Source: an optimization exercise on an open RTL-to-GDS flow (aim: small area, a short achievable clock period and few clock cycles per item). Production flows keep margins and buffers that such runs may drop. At most, simulation tests tie the RTL to the original design; equivalence was not proved. For runs 1 and 2, only the layout was checked, not whether the RTL still works. Power figures rest on the tool's default switching activity, not on a simulated workload.

File: flow/design.v
`default_nettype none
module sprite_attr_fetch (
  input  wire         clk,
  input  wire         rst_n,
  input  wire         line_start,
  input  wire  [7:0]  line_y,
  output logic        scan_done,
  output logic [7:0]  cur_y,
  output logic        param_en,
  output logic [7:0]  param_addr,
  input  wire  [31:0] param_data,
  input  wire         slot_empty,
  output logic        rec_w0_we,
  output logic        rec_w1_we,
  output logic [1:0]  rec_size,
  output logic [8:0]  rec_x,
  output logic [5:0]  rec_oy
);
  logic        rd_w0;
  logic        rd_w1;
  logic        paused;
  logic        w0q_v;
  logic        w0q_en;
  logic [1:0]  w0q_size;
  logic [8:0]  w0q_x;
  logic [7:0]  w0q_y;
  logic [6:0]  w0q_idx;
  logic [8:0]  oy_full;
  logic        covers;
  logic        dec_go;
  logic        dec_block;
  assign oy_full = {1'b0, cur_y} - {1'b0, w0q_y};
  always_comb begin
    case (w0q_size)
      2'd0:    covers = (oy_full[8:3] == 6'd0);
      2'd1:    covers = (oy_full[8:4] == 5'd0);
      2'd2:    covers = (oy_full[8:5] == 4'd0);
      default: covers = (oy_full[8:6] == 3'd0);
    endcase
    covers = covers && w0q_en && w0q_v;
  end
  assign w0q_idx   = param_addr[7:1] - 7'd2;
  assign dec_go    = covers && slot_empty;
  assign dec_block = covers && !slot_empty;
  assign rec_w0_we = dec_go;
  assign rec_w1_we = rd_w1;
  assign rec_size  = w0q_size;
  assign rec_x     = w0q_x;
  assign rec_oy    = oy_full[5:0];
  assign scan_done = !(param_en || rd_w0 || rd_w1 || w0q_v || paused);
  always_ff @(posedge clk) begin
    if (!rst_n) begin
      param_en   <= 1'b0;
      param_addr <= 8'd0;
      rd_w0      <= 1'b0;
      rd_w1      <= 1'b0;
      w0q_v      <= 1'b0;
      paused     <= 1'b0;
    end else begin
      rd_w1 <= param_en && param_addr[0];
      if (line_start) begin
        param_en   <= 1'b1;
        param_addr <= 8'd0;
      end else if (dec_go) begin
        param_en   <= 1'b1;
        param_addr <= {w0q_idx, 1'b1};
        rd_w0      <= 1'b0;
        w0q_v      <= 1'b0;
      end else if (dec_block) begin
        param_en   <= 1'b0;
        param_addr <= {w0q_idx, 1'b0};
        paused     <= 1'b1;
        rd_w0      <= 1'b0;
        w0q_v      <= 1'b0;
      end else if (paused) begin
        if (slot_empty) begin
          param_en <= 1'b1;
          paused   <= 1'b0;
        end
      end else begin
        rd_w0      <= param_en && !param_addr[0];
        w0q_v      <= rd_w0;
        param_addr <= param_addr + (param_addr[0] ? 8'd1 : 8'd2);
        if (param_en && param_addr[7:1] == 7'd127) begin
          param_en <= 1'b0;
        end
      end
    end
  end
  always_ff @(posedge clk) begin
    if (line_start) begin
      cur_y <= line_y;
    end
    w0q_en   <= param_data[31];
    w0q_size <= param_data[25:24];
    w0q_x    <= param_data[16:8];
    w0q_y    <= param_data[7:0];
  end
endmodule
`default_nettype wire
`default_nettype none
module sprite_attr_queue (
  input  wire         clk,
  input  wire         rst_n,
  input  wire         w0_we,
  input  wire         w1_we,
  input  wire  [1:0]  rec_size,
  input  wire  [8:0]  rec_x,
  input  wire  [5:0]  rec_oy,
  input  wire  [31:0] param_data,
  output logic        slot_empty,
  output logic        q_full,
  output logic        q_conf,
  output logic [1:0]  q_size,
  output logic [8:0]  q_x,
  output logic [5:0]  q_oy,
  output logic [3:0]  q_tile_bank,
  output logic [5:0]  q_tile_idx,
  output logic        q_pal_mode,
  output logic [1:0]  q_pal_bank,
  output logic [3:0]  q_pal_no,
  input  wire         q_pop
);
  logic       filling;
  logic [8:0] prev_last;
  logic [8:0] gap;
  assign slot_empty = !(filling || q_full);
  assign prev_last = q_x + {1'b0, 8'((8'd8 << q_size) - 8'd1)};
  assign gap       = prev_last - rec_x;
  always_ff @(posedge clk) begin
    if (!rst_n) begin
      filling <= 1'b0;
      q_full  <= 1'b0;
    end else begin
      if (w0_we) begin
        filling <= 1'b1;
      end else if (w1_we) begin
        filling <= 1'b0;
      end
      if (w1_we) begin
        q_full <= 1'b1;
      end else if (q_pop) begin
        q_full <= 1'b0;
      end
    end
  end
  always_ff @(posedge clk) begin
    if (w0_we) begin
      q_conf <= (gap[8:2] == 7'd0);
      q_size <= rec_size;
      q_x    <= rec_x;
      q_oy   <= rec_oy;
    end
    if (w1_we) begin
      q_tile_bank <= param_data[31:28];
      q_tile_idx  <= param_data[21:16];
      q_pal_mode  <= param_data[6];
      q_pal_bank  <= param_data[5:4];
      q_pal_no    <= param_data[3:0];
    end
  end
endmodule
`default_nettype wire
`default_nettype none
module sprite_pixel_pipe (
  input  wire         clk,
  input  wire         rst_n,
  input  wire  [7:0]  cur_y,
  input  wire         q_full,
  input  wire         q_conf,
  input  wire  [1:0]  q_size,
  input  wire  [8:0]  q_x,
  input  wire  [5:0]  q_oy,
  input  wire  [3:0]  q_tile_bank,
  input  wire  [5:0]  q_tile_idx,
  input  wire         q_pal_mode,
  input  wire  [1:0]  q_pal_bank,
  input  wire  [3:0]  q_pal_no,
  output logic        q_pop,
  output logic        busy,
  output logic        tile_en,
  output logic [15:0] tile_addr,
  input  wire  [7:0]  tile_data,
  output logic        pal_en,
  output logic [9:0]  pal_addr,
  input  wire  [31:0] pal_data,
  output logic        line_bank,
  output logic        line_re,
  output logic [8:0]  line_raddr,
  input  wire  [31:0] line_rdata,
  output logic        line_we,
  output logic [8:0]  line_waddr,
  output logic [31:0] line_wdata
);
  logic [5:0]  rem;
  logic [8:0]  cur_x;
  logic [5:0]  tile_base;
  logic        v1, v3, v4, v5;
  logic        f0, f1, f2, f3, f4, f5;
  logic [6:0]  p1;
  logic [31:0] src;
  logic [31:0] dst;
  logic [15:0] cs_s [3];
  logic [15:0] cs_c [3];
  logic [7:0]  alpha_q;
  assign line_bank = cur_y[0];
  assign line_re   = pal_en;
  assign busy      = tile_en || v1 || pal_en || v3 || v4 || v5;
  assign q_pop = (rem == 6'd0) && q_full && !(q_conf && (tile_en || v1 || pal_en || v3));
  assign tile_base = q_tile_idx + 6'(q_oy[5:3] << q_size);
  always_ff @(posedge clk) begin
    if (!rst_n) begin
      rem     <= '0;
      tile_en <= 1'b0;
      v1      <= 1'b0;
      pal_en  <= 1'b0;
      v3      <= 1'b0;
      v4      <= 1'b0;
      v5      <= 1'b0;
      line_we <= 1'b0;
    end else begin
      if (rem != 6'd0) begin
        rem     <= rem - 6'd1;
        tile_en <= 1'b1;
      end else if (q_pop) begin
        rem     <= 6'((8'd8 << q_size) - 8'd1);
        tile_en <= 1'b1;
      end else begin
        tile_en <= 1'b0;
      end
      v1      <= tile_en;
      pal_en  <= v1;
      v3      <= pal_en;
      v4      <= v3;
      v5      <= v4;
      line_we <= v5;
    end
  end
  always_ff @(posedge clk) begin
    if (rem != 6'd0) begin
      tile_addr[2:0]  <= tile_addr[2:0] + 3'd1;
      tile_addr[11:6] <= tile_addr[11:6] + 6'(tile_addr[2:0] == 3'd7);
    end else if (q_pop) begin
      tile_addr <= {q_tile_bank, tile_base, q_oy[2:0], 3'd0};
      cur_x     <= q_x;
    end
    f0 <= (rem == 6'd0) && q_pop;
    f1 <= f0;
    f2 <= f1;
    f3 <= f2;
    f4 <= f3;
    f5 <= f4;
    if (f0) begin
      p1 <= {q_pal_mode, q_pal_bank, q_pal_no};
    end
    pal_addr   <= {p1[5:4], p1[6] ? {p1[3:0], tile_data[3:0]} : tile_data};
    line_raddr <= f1 ? cur_x : line_raddr + 9'd1;
    line_waddr <= f5 ? cur_x : line_waddr + 9'd1;
    src <= pal_data;
    dst <= line_rdata;
  end
  function automatic logic [31:0] csa(logic [15:0] x, logic [15:0] y, logic [15:0] z);
    logic [15:0] s;
    logic [15:0] c;
    s   = x ^ y ^ z;
    c   = ((x & y) | (x & z) | (y & z)) << 1;
    csa = {c, s};
  endfunction
  logic [7:0] a;
  logic       a_zero;
  logic       a_full;
  logic       a_edge;
  assign a      = src[31:24];
  assign a_edge = a_zero || a_full;
  always_ff @(posedge clk) begin
    a_zero <= (pal_data[31:24] == 8'h00);
    a_full <= (pal_data[31:24] == 8'hff);
  end
  always_ff @(posedge clk) begin
    for (int c = 0; c < 3; c++) begin
      logic [7:0]  s;
      logic [7:0]  d;
      logic [15:0] r [8];
      logic [31:0] t0, t1, t2, t3, t4, t5;
      s = src[8*c +: 8];
      d = dst[8*c +: 8];
      for (int j = 0; j < 8; j++) begin
        r[j] = 16'(a[j] ? s : d) << j;
      end
      if (a_edge) begin
        r[0] = r[0] << 1;
      end
      t0 = csa(r[1], r[2], r[3]);
      t1 = csa(r[4], r[5], r[6]);
      t2 = csa(t0[15:0], t0[31:16], t1[15:0]);
      t3 = csa(t1[31:16], r[7], r[0]);
      t4 = csa(t2[15:0], t2[31:16], t3[15:0]);
      t5 = csa(t4[15:0], t4[31:16], t3[31:16]);
      cs_s[c] <= t5[15:0];
      cs_c[c] <= t5[31:16];
    end
    if (a_full) begin
      alpha_q <= 8'hff;
    end else if (a_zero) begin
      alpha_q <= dst[31:24];
    end else begin
      alpha_q <= 8'(({1'b0, dst[31:24]} + {1'b0, a}) >> 1);
    end
  end
  always_ff @(posedge clk) begin
    for (int c = 0; c < 3; c++) begin
      logic [15:0] sum;
      sum = cs_s[c] + cs_c[c];
      line_wdata[8*c +: 8] <= sum[15:8];
    end
    line_wdata[31:24] <= alpha_q;
  end
endmodule
`default_nettype wire
`default_nettype none
module sprite_line_engine #(
  parameter int SPRITE_COUNT = 128
) (
  input  wire         clk,
  input  wire         rst_n,
  input  wire         line_start,
  input  wire  [7:0]  line_y,
  output logic        line_busy,
  output logic        param_en,
  output logic [7:0]  param_addr,
  input  wire  [31:0] param_data,
  output logic        tile_en,
  output logic [15:0] tile_addr,
  input  wire  [7:0]  tile_data,
  output logic        pal_en,
  output logic [9:0]  pal_addr,
  input  wire  [31:0] pal_data,
  output logic        line_bank,
  output logic        line_re,
  output logic [8:0]  line_raddr,
  input  wire  [31:0] line_rdata,
  output logic        line_we,
  output logic [8:0]  line_waddr,
  output logic [31:0] line_wdata
);
  logic        start_ok;
  logic        scan_done;
  logic        pipe_busy;
  logic [7:0]  cur_y;
  logic        slot_empty;
  logic        rec_w0_we;
  logic        rec_w1_we;
  logic [1:0]  rec_size;
  logic [8:0]  rec_x;
  logic [5:0]  rec_oy;
  logic        q_full;
  logic        q_conf;
  logic [1:0]  q_size;
  logic [8:0]  q_x;
  logic [5:0]  q_oy;
  logic [3:0]  q_tile_bank;
  logic [5:0]  q_tile_idx;
  logic        q_pal_mode;
  logic [1:0]  q_pal_bank;
  logic [3:0]  q_pal_no;
  logic        q_pop;
  assign start_ok = line_start && !line_busy;
  always_ff @(posedge clk) begin
    if (!rst_n) begin
      line_busy <= 1'b0;
    end else if (start_ok) begin
      line_busy <= 1'b1;
    end else if (scan_done && slot_empty && !pipe_busy) begin
      line_busy <= 1'b0;
    end
  end
  sprite_attr_fetch u_fetch (
    .clk        (clk),
    .rst_n      (rst_n),
    .line_start (start_ok),
    .line_y     (line_y),
    .scan_done  (scan_done),
    .cur_y      (cur_y),
    .param_en   (param_en),
    .param_addr (param_addr),
    .param_data (param_data),
    .slot_empty (slot_empty),
    .rec_w0_we  (rec_w0_we),
    .rec_w1_we  (rec_w1_we),
    .rec_size   (rec_size),
    .rec_x      (rec_x),
    .rec_oy     (rec_oy)
  );
  sprite_attr_queue u_queue (
    .clk         (clk),
    .rst_n       (rst_n),
    .w0_we       (rec_w0_we),
    .w1_we       (rec_w1_we),
    .rec_size    (rec_size),
    .rec_x       (rec_x),
    .rec_oy      (rec_oy),
    .param_data  (param_data),
    .slot_empty  (slot_empty),
    .q_full      (q_full),
    .q_conf      (q_conf),
    .q_size      (q_size),
    .q_x         (q_x),
    .q_oy        (q_oy),
    .q_tile_bank (q_tile_bank),
    .q_tile_idx  (q_tile_idx),
    .q_pal_mode  (q_pal_mode),
    .q_pal_bank  (q_pal_bank),
    .q_pal_no    (q_pal_no),
    .q_pop       (q_pop)
  );
  sprite_pixel_pipe u_pipe (
    .clk         (clk),
    .rst_n       (rst_n),
    .cur_y       (cur_y),
    .q_full      (q_full),
    .q_conf      (q_conf),
    .q_size      (q_size),
    .q_x         (q_x),
    .q_oy        (q_oy),
    .q_tile_bank (q_tile_bank),
    .q_tile_idx  (q_tile_idx),
    .q_pal_mode  (q_pal_mode),
    .q_pal_bank  (q_pal_bank),
    .q_pal_no    (q_pal_no),
    .q_pop       (q_pop),
    .busy        (pipe_busy),
    .tile_en     (tile_en),
    .tile_addr   (tile_addr),
    .tile_data   (tile_data),
    .pal_en      (pal_en),
    .pal_addr    (pal_addr),
    .pal_data    (pal_data),
    .line_bank   (line_bank),
    .line_re     (line_re),
    .line_raddr  (line_raddr),
    .line_rdata  (line_rdata),
    .line_we     (line_we),
    .line_waddr  (line_waddr),
    .line_wdata  (line_wdata)
  );
endmodule
`default_nettype wire
File: flow/flow/run.sh
#!/bin/bash
# Standard layout, with repair_timing asked for extra setup margin and the port buffers
# made with a plain buffer; each tool's output goes to flow_standard.log here.
set -euo pipefail
export SETUP_SLACK_MARGIN=6.9
export BUFFER_PORTS_ARGS="-buffer_cell sky130_fd_sc_hd__buf_1"
bash standard.sh > flow_standard.log 2>&1
File: flow/standard.sh
#!/bin/bash
# synth_recipe.tcl (not shown) runs the flow's synth.tcl, then flattens the netlist and writes it again
# the make line also repeats each setting of config.mk as NAME=value (left out here)
make -C /OpenROAD-flow-scripts/flow DESIGN_CONFIG=/design/flow/config.mk WORK_HOME=/design/flow/orfs CLKGATE_MAP_FILE= SYNTH_SCRIPT=/design/flow/synth_recipe.tcl "${@:-finish}"
File: flow/config.mk
export PLATFORM = sky130hd
export DESIGN_NAME = sprite_line_engine
export DESIGN_NICKNAME = sprite_line_engine
export VERILOG_FILES = /design/flow/design.v
export SDC_FILE = /design/flow/constraint.sdc
export NUM_CORES = 4
export LEC_CHECK = 0
export CAP_MARGIN = 20
export CORE_MARGIN = 2
export CORE_UTILIZATION = 60
export CTS_BUF_LIST = sky130_fd_sc_hd__clkbuf_4 sky130_fd_sc_hd__clkbuf_8
export PLACE_DENSITY = 0.7
export SLEW_MARGIN = 20
File: flow/constraint.sdc
create_clock -name core_clock -period 10.0 [get_ports {clk}]
set_input_delay 2.0000 -clock core_clock [delete_from_list [all_inputs] [get_ports {clk}]]
set_output_delay 2.0000 -clock core_clock [all_outputs]
set_load 0.01 [all_outputs]
==> summary.md, run 1 <==
| Metric | Value |
|---|---|
| Total negative slack | 0 ns |
| Minimum clock period | 3.18 ns |
| Core area | 28800 um2 |
| P per Cell Area | 219 nW/um2 |
| Max_slew headroom | 32.6% |
| P&R area growth vs syn | 21.8% |
| Remaining antenna violation count | 0 |
| Worst EP required | 10.28 ns |
| DRC | 0 |
| Reg2Reg Depth | 12 |
| Worst hold start | u_pipe.alpha_q[5] |
| Die Span Y | 175 um |
| CP max FO | 10 |
| Final Hold Fails | 0 |
| Commonest non-fill, non-tap cell in the layout | dfxtp_1 |
| Die footprint | 30700 um2 |
| GRT Residual Overflow | 0 |
| Slew Viols, Final | 0 |
| Mapped Cells | 1476 |
| Htree depth | 2 |
| Layout fillers | 1994 |
| Reg2reg setup slack | 6.82 ns |
| Sequential share of the synthesized area | 42.8% |
| Synthesized flop and latch total | 339 |
| Number of global-route vias before repair | 12000 |
| Clk slew on worst S/H paths | 0.07 ns |
| WHS | 0.321 ns |
| CTS Root Cell | clkbuf_8 |
| DRT Pass-1 Iters | 7 |
| DP HPWL | 24.2 mm |
| Number of synthesized flops with an enable pin | 75 |
| Worst slack, placed | 6.33 ns |
| Commonest non-fill, non-tap cells in the layout | dfxtp_1 (223), inv_1 (164), buf_1 (140) |
| Total of max-cap violations | 0 |
| Via-per-instance ratio | 5.39 |
| Startpoint Class | flip-flop |
| Clock latency (worst-skew pair) | 0.59 ns |
| IO Count | 206 |
| Final #Nets | 2151 |
| Worst hold path class | flip-flop to flip-flop |
| Clk_skew | 0.0306 ns |
| Sw frac | 32.3% |
| Syn Nets | 1839 |
| RSZ-0062 raised after global routing | true |
| Logic pwr share | 34.2% |
| Largest net degree at the start of global routing | 29 |
| Worst Path Arrival | 3.46 ns |
| Main synth FF type | dfxtp_1 |
| RePlAce Congestion | 0.819 |
| Worst Setup SP | u_fetch.cur_y[0] |
| Distinct cells, synth | 67 |
| Slew @ Worst Pin | 1.01 ns |
| Pwr Total | 4.70 mW |
| Area leader, netlist | dfxtp_1 |
| Starting density of the core | 61.2% |
| Yosys warning count | 9 |
| Worst r2r src | u_fetch.cur_y[0] |
| Max VDD drop | 0.000184 V |
| Critical Path End | u_queue.q_x[2] |
| Detailed Route WL | 37.8 mm |
| Total global-route track usage | 24.5% |
| Longest Clk Path Bufs | 3 |
| Synth Cell Area | 17600 um2 |
| Antenna diode count | 0 |
| Share of the synthesized area in the top cell type | 30.0% |
| Clock power share | 26.0% |
| CP Class | flip-flop to flip-flop |
| Die W | 175 um |
| Row cnt | 62 |
| # setup viols final | 0 |
| TritonCTS clock tree | yes |
| Fin crit share | 31.8% |
| Crit Reg-Reg Endpoint | u_queue.q_x[2] |
| Hold Buf Count CTS | 0 |
| Total clock sinks | 339 |
| Mean Syn Cell Area | 11.9 um2 |
| Flop pwr share | 39.9% |
| Setup ws final | 6.82 ns |
| First-pass GRT wire length | 59.7 mm |
| Int Power | 3.19 mW |
| Port Buffers | 201 |
| Vias post-DR | 11900 |
| Layout cells sized above 1 | 27.0% |
| Crit. End Element | flip-flop |
| Max Fclk | 315 MHz |
| Async S/R FF share, synth | 0% |
| P_sw | 1.52 mW |
| Status | timing/DRC/antenna clean |
| Final design utilization | 74.5% |
| DR WL/cell | 17.1 um |
| Cts bufs inserted | 55 |
| Synth top area cells | dfxtp_1 (30%), fa_1 (13%), edfxtp_1 (13%), ha_1 (9.3%), mux2_2 (7.5%) |
| Initial drt markers | 730 |
| LEAKAGE | 9.37 nW |
| Initial antenna violation count | 3 |
worst max-delay path, stage by stage, from the launching register on:
cell and delay [ns]:
edfxtp_1 0.40, inv_2 0.09, ha_4 0.13, inv_2 0.03
fa_2 0.34, a211o_1 0.32, a2111oi_4 0.36, a311oi_4 0.06
or4_4 0.47, nor3_4 0.24, nand2_2 0.11, clkinvlp_4 0.14
buf_12 0.15
cell usage after synthesis (all sizes together), types with 11 or more instances:
cell	instances
dfxtp	264
inv	173
ha	131
fa	117
mux2	117
edfxtp	75
mux2i	71
nor2	60
nand2	50
a21oi	39
o21ai	39
clkbuf	30
nor3	27
xnor2	27
xor2	23
nand3	20
buf	19
mux4	18
o21a	17
nand2b	14
nor2b	13
and2	12
and3	12
nor4	11
metal layers:
layer	part of all wire [%]	GRT usage [%]
met5	0.11	0
met4	2.2	7.22
met3	7.2	5.35
met2	47	39.9
met1	43	33.0
state kept, by name, summed over array words and instances, names as in the netlist, 9 cells and up:
signal,count
u_pipe.tile_addr,16
u_pipe.line_wdata,32
u_pipe.line_raddr,9
u_pipe.cs_s,36
u_fetch.w0q_x,9
u_pipe.cur_x,9
u_pipe.dst,32
u_pipe.src,32
u_pipe.cs_c,39
u_pipe.pal_addr,10
u_pipe.line_waddr,9
u_queue.q_x,9
area by class of cell:
cell class              instances  area (um2)  area share, %
clock buffers                  78        1000           4.68
clock inverters                14         121          0.566
inverters                     173         653           3.05
multi-input cells             915        9520           44.4
flip-flops and latches        339        7640           35.6
well taps                     384         480           2.24
repair buffers                304        2030           9.45
through the flow:
step                      instance area [um2]  std cells
final                                   21400       2207
after global routing                    21400       2207
after CTS                               20900       2175
after detailed placement                18700       2019
after global placement                  18700       2019
after floorplan                         17700       1476
worst min-delay path by stage:
stage	endpoint	slack, ns	cells after the start
2_1_floorplan	u_pipe.f3	0.31	0
3_3_place_gp	u_pipe.f4	0.31	0
3_5_place_dp	u_pipe.f3	0.31	0
4_1_cts	u_pipe.line_wdata[29]	0.33	0
5_1_grt	u_pipe.f3	0.33	0
6_report	u_pipe.line_wdata[29]	0.32	0
cells by family (layout without fill, tap and decap cells):
logic type,count (synthesis),count (layout),synth area share (%)
DFF,339,339,42.8
adders and majority gates,249,249,22.7
and+or+nand+nor,248,248,7.32
buffers and inverters,222,569,4.78
muxes,206,206,13.8
AOI/OAI and AO/OA,162,162,6.13
xor gates and xnor gates,50,50,2.49
power by group through the flow:
stage / Clock [mW] / Combinational, mW / Sequential (mW)
floorplan: 0 / 1.05 / 1.91
detailed placement: 0 / 1.46 / 1.91
CTS: 1.24 / 1.57 / 1.87
finish: 1.22 / 1.61 / 1.88
global placement: 0 / 1.42 / 1.90
global route: 1.31 / 1.84 / 1.91
repair_timing:
item,CTS,global route
gates cloned,7,1
gates resized for setup,120,108
pin swaps,12,33
setup endpoints to repair,104,93
buffers inserted,57,31
hold endpoints to repair,0,0
==> run 2: changes to the inputs <==
--- a/flow/flow/run.sh
+++ b/flow/flow/run.sh
@@ -4,3 +4,3 @@
 set -euo pipefail
-export SETUP_SLACK_MARGIN=6.9
+export SETUP_SLACK_MARGIN=6.7
 export BUFFER_PORTS_ARGS="-buffer_cell sky130_fd_sc_hd__buf_1"
--- a/flow/config.mk
+++ b/flow/config.mk
@@ -10,3 +10,2 @@
 export CORE_UTILIZATION = 60
-export CTS_BUF_LIST = sky130_fd_sc_hd__clkbuf_4 sky130_fd_sc_hd__clkbuf_8
 export PLACE_DENSITY = 0.7
==> run 2 against run 1 <==
- still clean on timing, DRC and antenna
- final cell count fell by 4.5%
- global-route usage fell by 1.2 points
- design area fell by 4.4%
- sequential cell count did not move
- die area did not move
- sequential power barely moved
- critical endpoint is now param_addr[4]
==> summary.md, run 2 <==
| Metric | Value |
|---|---|
| Status | timing/DRC/antenna clean (unchanged) |
| CP max FO | 8 (was 10) |
| Via-per-instance ratio | 5.48 (was 5.39) |
| Max VDD drop | 0.000171 V (was 0.000184 V) |
| Cts bufs inserted | 36 (was 55) |
| DRT Pass-1 Iters | 5 (was 7) |
| Largest Register | u_pipe.cs_c (unchanged) |
| Synth top cells by count | dfxtp_1 (264), inv_1 (173), ha_1 (131) (unchanged) |
| Clk_skew | 0.0226 ns (was 0.0306 ns) |
| Initial drt markers | 499 (was 730) |
| Register area | 7560 um2 (was 7640 um2) |
| Final design utilization | 71.2% (was 74.5%) |
| P_sw | 1.51 mW (was 1.52 mW) |
| Row cnt | 62 (unchanged) |
| Final Hold Fails | 0 (unchanged) |
| # setup viols final | 0 (unchanged) |
| Commonest non-fill, non-tap cells in the layout | dfxtp_1 (257), buf_1 (201), inv_1 (172) (was dfxtp_1 (223), inv_1 (164), buf_1 (140)) |
| Number of synthesized flops with an enable pin | 75 (unchanged) |
| Post-place instance area | 18700 um2 (about the same) |
| Syn Nets | 1839 (unchanged) |
| Mapped Cells | 1476 (unchanged) |
| WHS | 0.325 ns (was 0.321 ns) |
| Synth top area cells | dfxtp_1 (30%), fa_1 (13%), edfxtp_1 (13%), ha_1 (9.3%), mux2_2 (7.5%) (unchanged) |
| Die footprint | 30700 um2 (unchanged) |
| CP max stage cell | dfxtp_1 (was or4_4) |
| CP Class | flip-flop to output port (was flip-flop to flip-flop) |
| Final #Nets | 2064 (was 2151) |
| IO Count | 206 (unchanged) |
| Most frequent cell after synthesis | dfxtp_1 (unchanged) |
| Logic pwr share | 31.2% (was 34.2%) |
| First-pass GRT wire length | 58.1 mm (was 59.7 mm) |
| Crit-path cells | buf_1 (was inv_2 -> ha_4 -> inv_2 -> fa_2 -> a211o_1 -> a2111oi_4 -> a311oi_4 -> or4_4 -> nor3_4 -> nand2_2 -> clkinvlp_4 -> buf_12) |
| Sw frac | 31.7% (was 32.3%) |
| Worst EP required | 8.00 ns (was 10.28 ns) |
| Setup ws final | 6.78 ns (was 6.82 ns) |
| Slowest cell delay on critical path | 0.50 ns (was 0.47 ns) |
| Total negative slack | 0 ns (unchanged) |
| RePlAce Congestion | 0.821 (was 0.819) |
| Htree depth | 2 (unchanged) |
| Die Span Y | 175 um (unchanged) |
| DP HPWL | 25.0 mm (was 24.2 mm) |
| Async S/R FF share, synth | 0% (unchanged) |
| Sequential share of the synthesized area | 42.8% (unchanged) |
| Distinct cells, synth | 67 (unchanged) |
| Number of global-route vias before repair | 11800 (was 12000) |
| Crit. End Element | output port (was flip-flop) |
| DRC | 0 (unchanged) |
| Synthesized flop and latch total | 339 (unchanged) |
| Initial antenna violation count | 2 (was 3) |
| Post-Layout Cell Count | 2108 (was 2207) |
| Max Fclk | 310 MHz (was 315 MHz) |
| Starting density of the core | 61.2% (unchanged) |
| Worst hold path class | flip-flop to flip-flop (unchanged) |
| Largest net degree at the start of global routing | 29 (unchanged) |
| DR WL/cell | 17.3 um (was 17.1 um) |
| Cell family with most CP delay | flip-flops (was simple AND/OR/NAND/NOR gates) |
| Core area | 28800 um2 (unchanged) |
| Commonest non-fill, non-tap cell in the layout | dfxtp_1 (unchanged) |
| Slew Viols, Final | 0 (unchanged) |
| Layout cells sized above 1 | 15.6% (was 27.0%) |
| Clk slew on worst S/H paths | 0.06 ns (was 0.07 ns) |
| Detailed Route WL | 36.4 mm (was 37.8 mm) |
| Synth Cell Area | 17600 um2 (unchanged) |
| Worst Path Arrival | 1.22 ns (was 3.46 ns) |
| Buf+Inv Stages, Crit Path | 1 (was 4) |
| Total of max-cap violations | 0 (unchanged) |
| P&R area growth vs syn | 16.4% (was 21.8%) |
| Pwr Total | 4.75 mW (was 4.70 mW) |
| Max_slew headroom | 33.9% (was 32.6%) |
| Remaining antenna violation count | 0 (unchanged) |
| Multi-input gate area | 9270 um2 (was 9520 um2) |
| Longest Clk Path Bufs | 3 (unchanged) |
| Design area | 20500 um2 (was 21400 um2) |
| Clock power share | 29.2% (was 26.0%) |
| Port Buffers | 201 (unchanged) |
| Yosys warning count | 9 (unchanged) |
| Minimum clock period | 3.22 ns (was 3.18 ns) |
| Total clock sinks | 339 (unchanged) |
| Layout fillers | 2123 (was 1994) |
| Fin crit share | 32.2% (was 31.8%) |
| Startpoint Class | flip-flop (unchanged) |
| Int Power | 3.25 mW (was 3.19 mW) |
| Area leader, netlist | dfxtp_1 (unchanged) |
| Dpl cells | 2020 (was 2019) |
| P per Cell Area | 232 nW/um2 (was 219 nW/um2) |
| Mean Syn Cell Area | 11.9 um2 (unchanged) |
| Share of the synthesized area in the top cell type | 30.0% (unchanged) |
| GRT Residual Overflow | 0 (unchanged) |
| TritonCTS clock tree | yes (unchanged) |
| Vias post-DR | 11500 (was 11900) |
| LEAKAGE | 8.76 nW (was 9.37 nW) |
| CTS Root Cell | clkbuf_16 (was clkbuf_8) |
| Main synth FF type | dfxtp_1 (unchanged) |
| Largest registers | u_pipe.cs_c: 39 flops, u_pipe.cs_s: 36 flops (unchanged) |
| Largest register FFs | 39 (unchanged) |
| RSZ-0062 raised after global routing | false (was true) |
| Clock latency (worst-skew pair) | 0.53 ns (was 0.59 ns) |
| Hold Buf Count CTS | 0 (unchanged) |
| Slew @ Worst Pin | 0.990 ns (was 1.01 ns) |
| Flop pwr share | 39.6% (was 39.9%) |
| Die W | 175 um (unchanged) |
| Worst slack, placed | 6.33 ns (about the same) |
| Total global-route track usage | 23.3% (was 24.5%) |
run 2: cell types whose count changed in the layout (fill, tap and decap cells not counted), moves of 21 or more:
cell       before  now
buf_2          31    0
buf_4          74   19
clkbuf_8       67   11
clkbuf_16       1   47
dfxtp_2        22    1
dfxtp_1       223  257
buf_1         140  201
run 2: cells by family (layout without fill, tap and decap cells):
group | Yosys count | after routing | synth area share (%)
mux | 206 | 206 | 13.8
buf+inv | 222 | 469 | 4.78
xor+xnor | 50 | 50 | 2.49
flops | 339 | 339 | 42.8
compound gates | 162 | 162 | 6.13
other cells | 0 | 1 | 0
simple gates | 248 | 248 | 7.32
fa+ha+maj | 249 | 249 | 22.7
run 2: what timing repair did:
item                       in CTS  in global routing
setup endpoints to repair      28                 33
gates cloned                    0                  7
buffers inserted                3                 17
pin swaps                       2                  4
resized for setup               8                 30
run 2: worst register-to-register path, delay by kind of cell, from the launching register on:
| kind | cells | cell delay, ns |
|---|---|---|
| buffers and inverters | 3 | 0.29 |
| adder cells (fa/ha/maj) | 4 | 2.03 |
| flip-flops | 1 | 0.38 |
| multiplexers | 1 | 0.37 |
run 2: worst paths after layout:
kind / from / to / slack, ns / depth (start not counted)
max: u_fetch.param_addr[4] / param_addr[4] / 6.78 / 1
min: u_pipe.f3 / u_pipe.f4 / 0.32 / 0
max reg2reg: u_pipe.src[30] / u_pipe.cs_s[0][8] / 6.79 / 8
min reg2reg: u_pipe.f3 / u_pipe.f4 / 0.32 / 0
run 2: layout make-up:
class,count,share of cell area (%)
multi-input combinational,915,45.3
tap,384,2.34
inverter,173,3.19
antenna,1,0.0122
timing repair buffer,236,6.11
sequential,339,36.9
clock buffer,52,5.64
clock inverter,8,0.556
run 2: metal layers:
layer | share of wire (%) | up-vias | wire length, um | track usage, %
met5 | 0.036 | - | 13 | 0
met2 | 48 | 278 | 17400 | 39.2
met4 | 2.1 | 2 | 767 | 6.22
met3 | 5.4 | 63 | 1950 | 3.61
li1 | - | 5529 | - | -
met1 | 45 | 5675 | 16200 | 31.7
run 2: power by group through the flow:
| stage | sequential [mW] | clock, mW | combinational [mW] |
|---|---|---|---|
| after floorplan | 1.91 | 0 | 1.05 |
| after global placement | 1.90 | 0 | 1.41 |
| after detailed placement | 1.91 | 0 | 1.46 |
| after CTS | 1.88 | 1.42 | 1.49 |
| after global routing | 1.91 | 1.48 | 1.72 |
| final | 1.88 | 1.39 | 1.48 |
==> run 3: changes to the inputs <==
--- a/flow/design.v
+++ b/flow/design.v
@@ -22,8 +22,9 @@
   logic        w0q_v;
-  logic        w0q_en;
+  logic        w0q_cov;
   logic [1:0]  w0q_size;
   logic [8:0]  w0q_x;
-  logic [7:0]  w0q_y;
+  logic [5:0]  w0q_oy;
   logic [6:0]  w0q_idx;
   logic [8:0]  oy_full;
+  logic        cov_in;
   logic        covers;
@@ -31,12 +32,13 @@
   logic        dec_block;
-  assign oy_full = {1'b0, cur_y} - {1'b0, w0q_y};
+  assign oy_full = {1'b0, cur_y} - {1'b0, param_data[7:0]};
   always_comb begin
-    case (w0q_size)
-      2'd0:    covers = (oy_full[8:3] == 6'd0);
-      2'd1:    covers = (oy_full[8:4] == 5'd0);
-      2'd2:    covers = (oy_full[8:5] == 4'd0);
-      default: covers = (oy_full[8:6] == 3'd0);
+    case (param_data[25:24])
+      2'd0:    cov_in = (oy_full[8:3] == 6'd0);
+      2'd1:    cov_in = (oy_full[8:4] == 5'd0);
+      2'd2:    cov_in = (oy_full[8:5] == 4'd0);
+      default: cov_in = (oy_full[8:6] == 3'd0);
     endcase
-    covers = covers && w0q_en && w0q_v;
+    cov_in = cov_in && param_data[31];
   end
+  assign covers = w0q_cov && w0q_v;
   assign w0q_idx   = param_addr[7:1] - 7'd2;
@@ -48,3 +50,3 @@
   assign rec_x     = w0q_x;
-  assign rec_oy    = oy_full[5:0];
+  assign rec_oy    = w0q_oy;
   assign scan_done = !(param_en || rd_w0 || rd_w1 || w0q_v || paused);
@@ -93,6 +95,6 @@
     end
-    w0q_en   <= param_data[31];
+    w0q_cov  <= cov_in;
     w0q_size <= param_data[25:24];
     w0q_x    <= param_data[16:8];
-    w0q_y    <= param_data[7:0];
+    w0q_oy   <= oy_full[5:0];
   end
@@ -239,8 +241,8 @@
   always_ff @(posedge clk) begin
-    if (rem != 6'd0) begin
-      tile_addr[2:0]  <= tile_addr[2:0] + 3'd1;
-      tile_addr[11:6] <= tile_addr[11:6] + 6'(tile_addr[2:0] == 3'd7);
-    end else if (q_pop) begin
+    if (rem == 6'd0 && q_pop) begin
       tile_addr <= {q_tile_bank, tile_base, q_oy[2:0], 3'd0};
       cur_x     <= q_x;
+    end else begin
+      tile_addr[2:0]  <= tile_addr[2:0] + 3'd1;
+      tile_addr[11:6] <= tile_addr[11:6] + 6'(tile_addr[2:0] == 3'd7);
     end
@@ -292,6 +294,6 @@
       end
-      t0 = csa(r[1], r[2], r[3]);
-      t1 = csa(r[4], r[5], r[6]);
+      t0 = csa(r[0], r[1], r[2]);
+      t1 = csa(r[3], r[4], r[5]);
       t2 = csa(t0[15:0], t0[31:16], t1[15:0]);
-      t3 = csa(t1[31:16], r[7], r[0]);
+      t3 = csa(t1[31:16], r[6], r[7]);
       t4 = csa(t2[15:0], t2[31:16], t3[15:0]);
--- a/flow/flow/run.sh
+++ b/flow/flow/run.sh
@@ -4,3 +4,3 @@
 set -euo pipefail
-export SETUP_SLACK_MARGIN=6.7
+export SETUP_SLACK_MARGIN=6.5
 export BUFFER_PORTS_ARGS="-buffer_cell sky130_fd_sc_hd__buf_1"
==> run 3 against run 2 <==
- still clean on timing, DRC and antenna
- clock skew fell by 0.0086 ns
- die area fell by 5.2%
- core utilization fell by 2.2 points
- design area fell by 7.3%
- sequential power fell by 5%
- maximum frequency fell by 5.4%
- combinational power fell by 8%
- synthesized cell count fell by 4.5%
- routed wire length fell by 9.8%
- largest power group unchanged
==> summary.md, run 3 <==
| Metric | Value |
|---|---|
| Status | timing/DRC/antenna clean (unchanged) |
| Synth top area cells | dfxtp_1 (31%), fa_1 (15%), edfxtp_1 (12%), mux2_2 (7.7%), ha_1 (7.4%) (was dfxtp_1 (30%), fa_1 (13%), edfxtp_1 (13%), ha_1 (9.3%), mux2_2 (7.5%)) |
| Clk slew on worst S/H paths | 0.06 ns (about the same) |
| Syn Nets | 1746 (was 1839) |
| Mean Syn Cell Area | 11.8 um2 (was 11.9 um2) |
| Commonest non-fill, non-tap cell in the layout | dfxtp_1 (unchanged) |
| Fin crit share | 34.1% (was 32.2%) |
| Max_slew headroom | 40.4% (was 33.9%) |
| Clk_skew | 0.0140 ns (was 0.0226 ns) |
| Max Fclk | 294 MHz (was 310 MHz) |
| DR WL/cell | 16.3 um (was 17.3 um) |
| Cts bufs inserted | 35 (was 36) |
| Design area | 19000 um2 (was 20500 um2) |
| Worst hold path class | flip-flop to flip-flop (unchanged) |
| Final Hold Fails | 0 (unchanged) |
| Setup ws final | 6.59 ns (was 6.78 ns) |
| IO Count | 206 (unchanged) |
| Crit. End Element | flip-flop (was output port) |
| GRT Residual Overflow | 0 (unchanged) |
| Largest net degree at the start of global routing | 32 (was 29) |
| First-pass GRT wire length | 53.3 mm (was 58.1 mm) |
| Async S/R FF share, synth | 0% (unchanged) |
| Slew @ Worst Pin | 0.893 ns (was 0.990 ns) |
| Remaining antenna violation count | 0 (unchanged) |
| Area leader, netlist | dfxtp_1 (unchanged) |
| Die footprint | 29100 um2 (was 30700 um2) |
| DP HPWL | 23.6 mm (was 25.0 mm) |
| Sequential share of the synthesized area | 43.0% (was 42.8%) |
| TritonCTS clock tree | yes (unchanged) |
| LEAKAGE | 8.11 nW (was 8.76 nW) |
| Antenna diode count | 0 (was 1) |
| Number of global-route vias before repair | 10800 (was 11800) |
| Row cnt | 61 (was 62) |
| Crit-path cells | nor2_1 -> nor2_1 -> fa_1 -> inv_1 -> fa_1 -> fa_1 -> inv_1 -> fa_1 (was buf_1) |
| Mapped Cells | 1409 (was 1476) |
| P per Cell Area | 235 nW/um2 (was 232 nW/um2) |
| Share of the synthesized area in the top cell type | 31.1% (was 30.0%) |
| Postcts setup bufs | 0 (was 3) |
| Worst EP required | 10.38 ns (was 8.00 ns) |
| Largest Register | u_pipe.cs_c (unchanged) |
| CP max stage cell | nor2_1 (was dfxtp_1) |
| RSZ-0062 raised after global routing | false (unchanged) |
| Port Buffers | 201 (unchanged) |
| Distinct cells, synth | 65 (was 67) |
| Commonest non-fill, non-tap cells in the layout | dfxtp_1 (255), buf_1 (201), inv_1 (181) (was dfxtp_1 (257), buf_1 (201), inv_1 (172)) |
| CP Class | flip-flop to flip-flop (was flip-flop to output port) |
| Worst Path Arrival | 3.79 ns (was 1.22 ns) |
| Minimum clock period | 3.41 ns (was 3.22 ns) |
| Max VDD drop | 0.000171 V (about the same) |
| Starting density of the core | 60.5% (was 61.2%) |
| Clock latency (worst-skew pair) | 0.51 ns (was 0.53 ns) |
| Synth Cell Area | 16700 um2 (was 17600 um2) |
| DRC | 0 (unchanged) |
| Cell family with most CP delay | adder cells (was flip-flops) |
| Die Span Y | 171 um (was 175 um) |
| Slew Viols, Final | 0 (unchanged) |
| Synthesized flop and latch total | 325 (was 339) |
| Most frequent cell after synthesis | dfxtp_1 (unchanged) |
| Startpoint Class | flip-flop (unchanged) |
| Layout fillers | 2060 (was 2123) |
| DRT Pass-1 Iters | 4 (was 5) |
| Final #Nets | 1944 (was 2064) |
| Total negative slack | 0 ns (unchanged) |
| Worst slack, placed | 6.13 ns (was 6.33 ns) |
| Main synth FF type | dfxtp_1 (unchanged) |
| Via-per-instance ratio | 5.29 (was 5.48) |
| Detailed Route WL | 32.8 mm (was 36.4 mm) |
| P&R area growth vs syn | 14.0% (was 16.4%) |
| Final design utilization | 69.0% (was 71.2%) |
| Longest Clk Path Bufs | 3 (unchanged) |
| CP max FO | 20 (was 8) |
| Total clock sinks | 325 (was 339) |
| Synth top cells by count | dfxtp_1 (259), inv_1 (181), fa_1 (123) (was dfxtp_1 (264), inv_1 (173), ha_1 (131)) |
| Post-place instance area | 17800 um2 (was 18700 um2) |
| Layout cells sized above 1 | 13.7% (was 15.6%) |
| Largest register FFs | 33 (was 39) |
| Htree depth | 2 (unchanged) |
| Slowest cell delay on critical path | 0.66 ns (was 0.50 ns) |
| Number of synthesized flops with an enable pin | 66 (was 75) |
| Most common cell on crit path | fa_1 |
| Hold Buf Count CTS | 0 (unchanged) |
| Total of max-cap violations | 0 (unchanged) |
| Die W | 171 um (was 175 um) |
| Yosys warning count | 9 (unchanged) |
| Total global-route track usage | 23.0% (was 23.3%) |
| RePlAce Congestion | 0.819 (was 0.821) |
| Core area | 27600 um2 (was 28800 um2) |
| Vias post-DR | 10600 (was 11500) |
| # setup viols final | 0 (unchanged) |
| CTS Root Cell | clkbuf_16 (unchanged) |
| Initial drt markers | 518 (was 499) |
| Initial antenna violation count | 1 (was 2) |
| Buf+Inv Stages, Crit Path | 2 (was 1) |
-- run 3: logic make-up after synthesis --
logic type | Yosys count | synth area share (%)
DFF | 325 | 43.0
buffers and inverters | 231 | 5.31
and+or+nand+nor | 224 | 6.62
adders and majority gates | 222 | 22.2
muxes | 199 | 13.9
AOI/OAI and AO/OA | 153 | 6.04
xor gates and xnor gates | 55 | 2.89
-- run 3: metrics by stage --
stage,hold slack (ns),total power [mW],cells
2_1_floorplan,0.310,2.79,1409
3_3_place_gp,0.311,3.12,1947
3_5_place_dp,0.313,3.17,1947
4_1_cts,0.326,4.51,2009
5_1_grt,0.327,4.78,2010
6_report,0.323,4.46,2010
-- run 3: path summary, 6_finish.rpt --
| kind | startpoint | to | slack [ns] | depth (start not counted) |
|---|---|---|---|---|
| max reg2reg | u_pipe.a_zero | u_pipe.cs_s[1][8] | 6.59 | 8 |
| max | u_pipe.a_zero | u_pipe.cs_s[1][8] | 6.59 | 8 |
| min | u_pipe.f4 | u_pipe.f5 | 0.32 | 0 |
| min reg2reg | u_pipe.f4 | u_pipe.f5 | 0.32 | 0 |
-- run 3: per-layer routing --
metal | GRT usage [%] | up-vias | part of all wire (%)
met3 | 4.09 | 71 | 5.0
li1 | - | 5166 | -
met2 | 37.4 | 264 | 46
met4 | 8.32 | 2 | 3.2
met1 | 31.1 | 5124 | 46
met5 | 0 | - | 0.040
-- run 3: layout make-up --
type,count,area [um2],area share [%]
multi-input combinational,854,8650,45.5
timing repair buffer,210,830,4.36
clock buffer,52,1030,5.42
tap,378,473,2.49
inverter,181,679,3.57
clock inverter,10,166,0.876
sequential,325,7170,37.8
-- run 3: power by group --
| part | internal (mW) | total [mW] | switching (mW) | leakage (nW) |
|---|---|---|---|---|
| sequential | 1.62 | 1.78 | 0.154 | 2.77 |
| combinational | 0.625 | 1.36 | 0.733 | 4.75 |
| clock | 0.819 | 1.32 | 0.505 | 0.589 |
| total | 3.07 | 4.46 | 1.39 | 8.11 |
-- run 3: timing repair --
item | 4_1_cts | 5_1_grt
gates resized for setup | 4 | 3
cloned | 0 | 1
pin swaps | 0 | 1
endpoints found under the setup margin | 39 | 16
Testbench counts of run 3, summed over its fixed seeds: cycles 572,007, lines 768.
==> run 4: changes to the inputs <==
--- a/flow/flow/run.sh
+++ b/flow/flow/run.sh
@@ -4,3 +4,3 @@
 set -euo pipefail
-export SETUP_SLACK_MARGIN=6.5
+export SETUP_SLACK_MARGIN=6.8
 export BUFFER_PORTS_ARGS="-buffer_cell sky130_fd_sc_hd__buf_1"
==> run 4 against run 3 <==
- core utilization increased by 1.4 points
- worst setup slack better by 0.22 ns
- power shrank 1.5%
- critical path depth up 1
- routed wire length rose by 2.6%
- sequential cell count unchanged
- via count increased by 1.6%
- combinational power increased by 3%
- critical endpoint is now u_pipe.cs_s[1][5]
- largest power group unchanged
==> summary.md, run 4 <==
| Metric | Value |
|---|---|
| Worst Path Arrival | 3.59 ns (was 3.79 ns) |
| Worst EP required | 10.40 ns (was 10.38 ns) |
| Largest Register | u_pipe.cs_c (unchanged) |
| RSZ-0062 raised after global routing | true (was false) |
| Crit. End Element | flip-flop (unchanged) |
| Fin crit share | 31.8% (was 34.1%) |
| CTS Root Cell | clkbuf_16 (unchanged) |
| Max_slew headroom | 42.8% (was 40.4%) |
| Commonest non-fill, non-tap cells in the layout | dfxtp_1 (247), buf_1 (200), inv_1 (178) (was dfxtp_1 (255), buf_1 (201), inv_1 (181)) |
| Longest Clk Path Bufs | 3 (unchanged) |
| Core area | 27600 um2 (unchanged) |
| Port Buffers | 201 (unchanged) |
| Die footprint | 29100 um2 (unchanged) |
| Cts bufs inserted | 35 (unchanged) |
| CP max FO | 7 (was 20) |
| Int Power | 2.98 mW (was 3.07 mW) |
| Synth Cell Area | 16700 um2 (unchanged) |
| Die Span Y | 171 um (unchanged) |
| Main synth FF type | dfxtp_1 (unchanged) |
| DP HPWL | 23.3 mm (was 23.6 mm) |
| RePlAce Congestion | 0.818 (was 0.819) |
| Total negative slack | 0 ns (unchanged) |
| Logic pwr share | 31.8% (was 30.5%) |
| Largest register FFs | 33 (unchanged) |
| Total clock sinks | 325 (unchanged) |
| Synth top area cells | dfxtp_1 (31%), fa_1 (15%), edfxtp_1 (12%), mux2_2 (7.7%), ha_1 (7.4%) (unchanged) |
| Area leader, netlist | dfxtp_1 (unchanged) |
| Total of max-cap violations | 0 (unchanged) |
| Number of synthesized flops with an enable pin | 66 (unchanged) |
| Remaining antenna violation count | 0 (unchanged) |
| Clk_skew | 0.0180 ns (was 0.0140 ns) |
| DRC | 0 (unchanged) |
| LEAKAGE | 8.28 nW (was 8.11 nW) |
| Startpoint Class | flip-flop (unchanged) |
| Flop pwr share | 40.3% (was 39.9%) |
| Distinct cells, synth | 65 (unchanged) |
| Number of global-route vias before repair | 11000 (was 10800) |
| Clock latency (worst-skew pair) | 0.52 ns (was 0.51 ns) |
| Pwr Total | 4.39 mW (was 4.46 mW) |
| Total global-route track usage | 23.2% (was 23.0%) |
| DRT Pass-1 Iters | 5 (was 4) |
| Synth top cells by count | dfxtp_1 (259), inv_1 (181), fa_1 (123) (unchanged) |
| CP Class | flip-flop to flip-flop (unchanged) |
| Mean Syn Cell Area | 11.8 um2 (unchanged) |
| Largest net degree at the start of global routing | 26 (was 32) |
| Starting density of the core | 60.5% (unchanged) |
| Vias post-DR | 10800 (was 10600) |
| Sw frac | 32.2% (was 31.2%) |
| Worst hold path class | flip-flop to flip-flop (unchanged) |
| Async S/R FF share, synth | 0% (unchanged) |
| Clock power share | 28.0% (was 29.7%) |
| Slew Viols, Final | 0 (unchanged) |
| First-pass GRT wire length | 53.8 mm (was 53.3 mm) |
| DR WL/cell | 16.5 um (was 16.3 um) |
| Layout cells sized above 1 | 16.9% (was 13.7%) |
| Share of the synthesized area in the top cell type | 31.1% (unchanged) |
| Final #Nets | 1972 (was 1944) |
| Synthesized flop and latch total | 325 (unchanged) |
| # setup viols final | 0 (unchanged) |
| P_sw | 1.41 mW (was 1.39 mW) |
| P per Cell Area | 227 nW/um2 (was 235 nW/um2) |
| Most frequent cell after synthesis | dfxtp_1 (unchanged) |
| Final Hold Fails | 0 (unchanged) |
| Clk slew on worst S/H paths | 0.06 ns (about the same) |
| Die W | 171 um (unchanged) |
| Slew @ Worst Pin | 0.857 ns (was 0.893 ns) |
| Via-per-instance ratio | 5.30 (was 5.29) |
| TritonCTS clock tree | yes (unchanged) |
| Initial drt markers | 570 (was 518) |
| P&R area growth vs syn | 16.3% (was 14.0%) |
| Row cnt | 61 (unchanged) |
| Detailed Route WL | 33.7 mm (was 32.8 mm) |
| IO Count | 206 (unchanged) |
| Max VDD drop | 0.000172 V (was 0.000171 V) |
| Commonest non-fill, non-tap cell in the layout | dfxtp_1 (unchanged) |
| Minimum clock period | 3.18 ns (was 3.41 ns) |
| GRT Residual Overflow | 0 (unchanged) |
| Yosys warning count | 9 (unchanged) |
| Mapped Cells | 1409 (unchanged) |
| Htree depth | 2 (unchanged) |
| Sequential share of the synthesized area | 43.0% (unchanged) |
| Antenna diode count | 0 (unchanged) |
| Syn Nets | 1746 (unchanged) |
| Initial antenna violation count | 0 (was 1) |
| Reg2reg setup slack | 6.82 ns (was 6.59 ns) |
| Max Fclk | 314 MHz (was 294 MHz) |
| Status | timing/DRC/antenna clean (unchanged) |
run 4: kinds of logic after synthesis:
logic type	share of synthesized area, %
flops	43.0
buf+inv	5.31
simple gates	6.62
fa+ha+maj	22.2
mux	13.9
compound gates	6.04
xor+xnor	2.89
run 4: path summary, 6_finish.rpt:
check | startpoint | to | depth (start not counted)
worst max-delay path | u_pipe.src[24] | u_pipe.cs_s[1][5] | 9
worst min-delay path | u_pipe.f4 | u_pipe.f5 | 0
worst min register to register | u_pipe.f4 | u_pipe.f5 | 0
worst max register to register | u_pipe.src[24] | u_pipe.cs_s[1][5] | 9
run 4: metal layers:
metal | vias up | routed length (um) | track usage [%]
li1 | 5214 | - | -
met1 | 5299 | 15600 | 32.1
met2 | 240 | 15900 | 38.2
met3 | 44 | 1610 | 3.93
met4 | 0 | 590 | 5.65
met5 | - | 0 | 0
run 4: layout make-up:
class                      instances  area [um2]
multi-input combinational        855        8730
fill                            2054        8170
timing repair buffer             237        1180
inverter                         181         679
tap                              378         473
clock inverter                    17         154
clock buffer                      45         963
sequential                       325        7200
run 4: power groups by stage:
stage | sequential (mW) | combinational (mW) | clock, mW
floorplan | 1.81 | 0.978 | 0
global placement | 1.79 | 1.32 | 0
detailed placement | 1.80 | 1.38 | 0
CTS | 1.77 | 1.40 | 1.26
global route | 1.80 | 1.62 | 1.31
finish | 1.77 | 1.40 | 1.23
run 4: critical path, cell delays in order (launching register included):
cell and delay, ns:
dfxtp_4 0.43, buf_8 0.16, buf_12 0.12, mux4_2 0.51, fa_1 0.54, inv_2 0.05, fa_2 0.52, inv_2 0.04
fa_1 0.43, ha_1 0.27
run 4: timing repair:
action,CTS,global route
gates resized for setup,16,46
endpoints found under the hold margin,0,0
buffers inserted,9,16
cloned,2,3
pin swaps,1,10
hold buffers,0,0
endpoints found under the setup margin,45,28
run 4: stage by stage:
stage | hold slack, ns | utilization (%) | instance area, um2 | worst slack, ns | std cells
6_report | 0.328 | 70.3 | 19400 | 6.82 | 2038
5_1_grt | 0.331 | 70.3 | 19400 | 6.74 | 2038
4_1_cts | 0.329 | 69.1 | 19000 | 6.80 | 2019
3_5_place_dp | 0.316 | 64.6 | 17800 | 6.21 | 1946
3_3_place_gp | 0.310 | 64.6 | 17800 | 6.27 | 1946
2_1_floorplan | 0.310 | - | 16800 | 6.51 | 1409
==> run 5: changes to the inputs <==
--- a/flow/design.v
+++ b/flow/design.v
@@ -12,2 +12,3 @@
   input  wire         slot_empty,
+  output logic        rec_w0_cap,
   output logic        rec_w0_we,
@@ -23,5 +24,3 @@
   logic        w0q_cov;
-  logic [1:0]  w0q_size;
-  logic [8:0]  w0q_x;
-  logic [5:0]  w0q_oy;
+  logic        w0q_held;
   logic [6:0]  w0q_idx;
@@ -44,9 +43,10 @@
   assign w0q_idx   = param_addr[7:1] - 7'd2;
-  assign dec_go    = covers && slot_empty;
-  assign dec_block = covers && !slot_empty;
-  assign rec_w0_we = dec_go;
-  assign rec_w1_we = rd_w1;
-  assign rec_size  = w0q_size;
-  assign rec_x     = w0q_x;
-  assign rec_oy    = w0q_oy;
+  assign dec_go    = covers && w0q_held;
+  assign dec_block = covers && !w0q_held;
+  assign rec_w0_cap = slot_empty && !dec_go;
+  assign rec_w0_we  = dec_go;
+  assign rec_w1_we  = rd_w1;
+  assign rec_size   = param_data[25:24];
+  assign rec_x      = param_data[16:8];
+  assign rec_oy     = oy_full[5:0];
   assign scan_done = !(param_en || rd_w0 || rd_w1 || w0q_v || paused);
@@ -96,5 +96,3 @@
     w0q_cov  <= cov_in;
-    w0q_size <= param_data[25:24];
-    w0q_x    <= param_data[16:8];
-    w0q_oy   <= oy_full[5:0];
+    w0q_held <= rec_w0_cap;
   end
@@ -106,2 +104,3 @@
   input  wire         rst_n,
+  input  wire         w0_cap,
   input  wire         w0_we,
@@ -112,2 +111,3 @@
   input  wire  [31:0] param_data,
+  input  wire  [8:0]  cur_last,
   output logic        slot_empty,
@@ -126,7 +126,5 @@
   logic       filling;
-  logic [8:0] prev_last;
   logic [8:0] gap;
   assign slot_empty = !(filling || q_full);
-  assign prev_last = q_x + {1'b0, 8'((8'd8 << q_size) - 8'd1)};
-  assign gap       = prev_last - rec_x;
+  assign gap = cur_last - q_x;
   always_ff @(posedge clk) begin
@@ -149,4 +147,3 @@
   always_ff @(posedge clk) begin
-    if (w0_we) begin
-      q_conf <= (gap[8:2] == 7'd0);
+    if (w0_cap) begin
       q_size <= rec_size;
@@ -155,2 +152,5 @@
     end
+    if (w0_we) begin
+      q_conf <= (gap[8:2] == 7'd0);
+    end
     if (w1_we) begin
@@ -181,2 +181,3 @@
   output logic        q_pop,
+  output logic [8:0]  cur_last,
   output logic        busy,
@@ -198,2 +199,3 @@
   logic [8:0]  cur_x;
+  logic [1:0]  cur_size;
   logic [5:0]  tile_base;
@@ -211,2 +213,3 @@
   assign q_pop = (rem == 6'd0) && q_full && !(q_conf && (tile_en || v1 || pal_en || v3));
+  assign cur_last = cur_x + {1'b0, 8'((8'd8 << cur_size) - 8'd1)};
   assign tile_base = q_tile_idx + 6'(q_oy[5:3] << q_size);
@@ -244,2 +247,3 @@
       cur_x     <= q_x;
+      cur_size  <= q_size;
     end else begin
@@ -352,2 +356,3 @@
   logic        slot_empty;
+  logic        rec_w0_cap;
   logic        rec_w0_we;
@@ -368,2 +373,3 @@
   logic        q_pop;
+  logic [8:0]  cur_last;
   assign start_ok = line_start && !line_busy;
@@ -389,2 +395,3 @@
     .slot_empty (slot_empty),
+    .rec_w0_cap (rec_w0_cap),
     .rec_w0_we  (rec_w0_we),
@@ -398,2 +405,3 @@
     .rst_n       (rst_n),
+    .w0_cap      (rec_w0_cap),
     .w0_we       (rec_w0_we),
@@ -404,2 +412,3 @@
     .param_data  (param_data),
+    .cur_last    (cur_last),
     .slot_empty  (slot_empty),
@@ -432,2 +441,3 @@
     .q_pop       (q_pop),
+    .cur_last    (cur_last),
     .busy        (pipe_busy),
--- a/flow/config.mk
+++ b/flow/config.mk
@@ -10,2 +10,4 @@
 export CORE_UTILIZATION = 60
+export CTS_CLUSTER_DIAMETER = 60
+export CTS_CLUSTER_SIZE = 30
 export PLACE_DENSITY = 0.7
==> run 5 against run 4 <==
- still clean
- worst setup slack got worse by 0.00052 ns
- worst hold slack worse by 0.0042 ns
- power is 8.7% lower
- non-clock buffer count decreased by 5
- critical endpoint is now u_fetch.w0q_cov
- largest power group unchanged
- highest routed layer is now met5
==> summary.md, run 5 <==
| Metric | Value |
|---|---|
| DRC | 0 (unchanged) |
| DP HPWL | 23.1 mm (was 23.3 mm) |
| Die footprint | 28500 um2 (was 29100 um2) |
| Via-per-instance ratio | 5.44 (was 5.30) |
| Synth Cell Area | 16300 um2 (was 16700 um2) |
| TritonCTS clock tree | yes (unchanged) |
| Mean Syn Cell Area | 11.9 um2 (was 11.8 um2) |
| # setup viols final | 0 (unchanged) |
| Startpoint Class | primary input (was flip-flop) |
| Final #Nets | 1920 (was 1972) |
| Clk_skew | 0.0180 ns (about the same) |
| Clock latency (worst-skew pair) | 0.54 ns (was 0.52 ns) |
| Sw frac | 34.1% (was 32.2%) |
| Simple-gate share of the synthesized area | 6.26% (was 6.62%) |
| Fin crit share | 31.8% (about the same) |
| Post-synthesis compound-gate area fraction | 5.75% (was 6.04%) |
| First-pass GRT wire length | 53.3 mm (was 53.8 mm) |
| Core area | 26800 um2 (was 27600 um2) |
| Total clock sinks | 311 (was 325) |
| Max_slew headroom | 33.7% (was 42.8%) |
| Sequential share of the synthesized area | 42.3% (was 43.0%) |
| Commonest non-fill, non-tap cell in the layout | dfxtp_1 (unchanged) |
| Minimum clock period | 3.18 ns (about the same) |
| Cts bufs inserted | 22 (was 35) |
| Antenna diode count | 0 (unchanged) |
| Hold Buf Count CTS | 0 (unchanged) |
| Clock power share | 24.0% (was 28.0%) |
| LEAKAGE | 7.88 nW (was 8.28 nW) |
| Die Span Y | 169 um (was 171 um) |
| M1 GR Usage | 32.0% (was 32.1%) |
| Post-Synth Adder-Cell Area | 22.8% (was 22.2%) |
| Die W | 169 um (was 171 um) |
| IO Count | 206 (unchanged) |
| Layout cells sized above 1 | 15.5% (was 16.9%) |
| Total of max-cap violations | 0 (unchanged) |
| P per Cell Area | 216 nW/um2 (was 227 nW/um2) |
| Max VDD drop | 0.000201 V (was 0.000172 V) |
| Top Usage Layer GRT | met2 (unchanged) |
| Slew @ Worst Pin | 0.994 ns (was 0.857 ns) |
| Syn Nets | 1713 (was 1746) |
| Dpl cells | 1875 (was 1946) |
| CP max FO | 3 (was 7) |
| Most frequent cell after synthesis | dfxtp_1 (unchanged) |
| Met3 usage | 3.86% (was 3.93%) |
| CP Class | primary input to flip-flop (was flip-flop to flip-flop) |
| P&R area growth vs syn | 13.9% (was 16.3%) |
| Combinational family with the most area after synthesis | adder cells (unchanged) |
| Final Hold Fails | 0 (unchanged) |
| Synth top area cells | dfxtp_1 (30%), fa_1 (15%), edfxtp_1 (13%), mux2_2 (7.9%), ha_1 (7.7%) (was dfxtp_1 (31%), fa_1 (15%), edfxtp_1 (12%), mux2_2 (7.7%), ha_1 (7.4%)) |
| Share of the synthesized area in the top cell type | 29.8% (was 31.1%) |
| RSZ-0062 raised after global routing | true (unchanged) |
| Detailed Route WL | 32.7 mm (was 33.7 mm) |
| P_sw | 1.37 mW (was 1.41 mW) |
| Max Fclk | 314 MHz (about the same) |
| Clk slew on worst S/H paths | 0.09 ns (was 0.06 ns) |
| Post-Layout Cell Count | 1939 (was 2038) |
| Worst hold path class | flip-flop to flip-flop (unchanged) |
| Flop pwr share | 42.3% (was 40.3%) |
| Async S/R FF share, synth | 0% (unchanged) |
| Slew Viols, Final | 0 (unchanged) |
| Status | timing/DRC/antenna clean (unchanged) |
| Distinct cells, synth | 60 (was 65) |
| Number of global-route vias before repair | 10800 (was 11000) |
| Htree depth | 1 (was 2) |
| Worst Path Arrival | 3.63 ns (was 3.59 ns) |
| Routing usage on met2 | 39.0% (was 38.2%) |
| Row cnt | 60 (was 61) |
| Pwr Total | 4.01 mW (was 4.39 mW) |
| Yosys warning count | 9 (unchanged) |
| DR WL/cell | 16.9 um (was 16.5 um) |
| Vias post-DR | 10500 (was 10800) |
| WHS | 0.324 ns (was 0.328 ns) |
| Synth top cells by count | dfxtp_1 (243), inv_1 (179), fa_1 (123) (was dfxtp_1 (259), inv_1 (181), fa_1 (123)) |
| Initial antenna violation count | 1 (was 0) |
| Longest Clk Path Bufs | 3 (unchanged) |
| Largest net degree at the start of global routing | 34 (was 26) |
| Largest register FFs | 33 (unchanged) |
| Remaining antenna violation count | 0 (unchanged) |
| Number of synthesized flops with an enable pin | 68 (was 66) |
| DRT Pass-1 Iters | 5 (unchanged) |
| RePlAce Congestion | 0.829 (was 0.818) |
| Area leader, netlist | dfxtp_1 (unchanged) |
| Total global-route track usage | 23.2% (about the same) |
| Post-synthesis mux area share | 14.4% (was 13.9%) |
| Starting density of the core | 60.9% (was 60.5%) |
| Logic pwr share | 33.7% (was 31.8%) |
| Mapped Cells | 1375 (was 1409) |
| Post-Synth XOR/XNOR Area | 3.06% (was 2.89%) |
| GRT Residual Overflow | 0 (unchanged) |
| Int Power | 2.64 mW (was 2.98 mW) |
| Synthesized flop and latch total | 311 (was 325) |
| Port Buffers | 201 (unchanged) |
| Commonest non-fill, non-tap cells in the layout | dfxtp_1 (233), buf_1 (199), inv_1 (175) (was dfxtp_1 (247), buf_1 (200), inv_1 (178)) |
| Main synth FF type | dfxtp_1 (unchanged) |
| Crit. End Element | flip-flop (unchanged) |
| Total negative slack | 0 ns (unchanged) |
| Worst EP required | 10.45 ns (was 10.40 ns) |
| CTS Root Cell | clkbuf_16 (unchanged) |
| Largest Register | u_pipe.cs_c (unchanged) |
| Initial drt markers | 536 (was 570) |
## run 5: cell count changes in the layout (fill, tap and decap cells not counted), sizes merged, moves of 4 or more
cell / before / now
buf: 232 / 226
dfxtp: 259 / 243
and2: 17 / 8
nor2: 66 / 61
o21bai: 1 / 5
nand4: 8 / 3
clkinv: 13 / 9
o21ai: 42 / 30
a41oi: 0 / 5
a21oi: 45 / 38
clkbuf: 50 / 31
nor3: 11 / 19
## run 5: logic make-up (layout without fill, tap and decap cells)
family | Yosys count | after routing
muxes | 202 | 202
xor gates and xnor gates | 57 | 57
and+or+nand+nor | 210 | 212
DFF | 311 | 311
adders and majority gates | 223 | 223
buffers and inverters | 230 | 451
AOI/OAI and AO/OA | 142 | 142
## run 5: worst paths after layout
check	start	endpoint	slack (ns)	depth (start not counted)
setup reg to reg	u_pipe.a_zero	u_pipe.cs_s[2][7]	6.84	8
hold / removal	u_pipe.alpha_q[1]	u_pipe.line_wdata[25]	0.32	0
setup / recovery	param_data[1]	u_fetch.w0q_cov	6.82	8
hold reg to reg	u_pipe.alpha_q[1]	u_pipe.line_wdata[25]	0.32	0
## run 5: per-layer routing
layer,vias up,routed length [um]
li1,5080,-
met1,5192,14900
met3,39,1820
met5,-,13
met4,2,598
met2,236,15400
## run 5: area by class of cell
class / instances / area (um2)
inverter: 179 / 688
tap: 341 / 427
multi-input combinational: 836 / 8630
timing repair buffer: 232 / 1100
fill: 2028 / 8220
clock buffer: 25 / 583
clock inverter: 15 / 214
sequential: 311 / 6940
## run 5: critical path: stages
cell and delay, ns:
clkbuf_4 0.18, inv_16 0.04, ha_4 0.19, nor2b_4 0.12
o311a_1 0.38, o41ai_4 0.29, a32oi_1 0.17, nor4b_2 0.25
## run 5: timing repair
action | in CTS | in global routing
buffers inserted | 10 | 9
gates resized for setup | 18 | 20
gates cloned | 2 | 3
pin swaps | 2 | 6
endpoints found under the setup margin | 45 | 24
## run 5: power groups by stage
stage	Sequential [mW]	Clock (mW)	Combinational, mW
5_1_grt	1.73	1.03	1.58
6_report	1.70	0.963	1.35
4_1_cts	1.70	0.992	1.37
2_1_floorplan	1.74	0	0.963
3_3_place_gp	1.72	0	1.30
3_5_place_dp	1.73	0	1.34
## run 5: metrics by stage
stage               cell area [um2]  util, %  worst slack, ns
finish                        18600     69.3             6.82
global placement              17400     65.1             6.05
detailed placement            17400     65.1             6.02
floorplan                     16500        -             6.55
CTS                           18400     68.6             6.78
global route                  18600     69.3             6.74
Testbench counts of run 5, summed over its fixed seeds: cycles 572,034, lines 768.

-- port drivers added, routing unchanged --
How much do the figures lean on ideal ports? The routed layouts below were timed once more, with nothing changed but the port constraints. Step 1 (the two cells are an assumption about what drives the block):
set clk [get_ports {clk}]
set_driving_cell -lib_cell sky130_fd_sc_hd__clkbuf_16 $clk
set_driving_cell -lib_cell sky130_fd_sc_hd__buf_2 [delete_from_list [all_inputs] $clk]
Step 2 moves the port delays by t, midway between the first and last clock arrival at a register: inputs arrive t later, outputs are due t later. That takes back most of the time a late clock gives input paths. Slacks: no drivers / after step 1 / after step 2; pairs: no drivers / after step 1.
run | t (ns) | setup WS [ns] | hold slack, ns | clock arrival spread, ns | pins driven straight from the clock port
run 1 | 0.627 | 6.825 / 6.804 / 6.572 | 0.321 / 0.321 / 0.321 | 0.031 / 0.032 | 1
run 2 | 0.569 | 6.777 / 6.727 / 6.308 | 0.325 / 0.325 / 0.325 | 0.022 / 0.023 | 1
run 3 | 0.554 | 6.593 / 6.593 / 6.275 | 0.323 / 0.323 / 0.323 | 0.018 / 0.019 | 1
run 4 | 0.565 | 6.817 / 6.817 / 6.322 | 0.328 / 0.328 / 0.328 | 0.021 / 0.021 | 1
run 5 | 0.579 | 6.817 / 6.808 / 6.257 | 0.324 / 0.324 / 0.324 | 0.024 / 0.023 | 1
After both steps setup and hold are still met in every run listed. For run 5, which loses most, drivers alone change the setup slack by -0.009 ns; drivers and shift together by -0.560 ns.
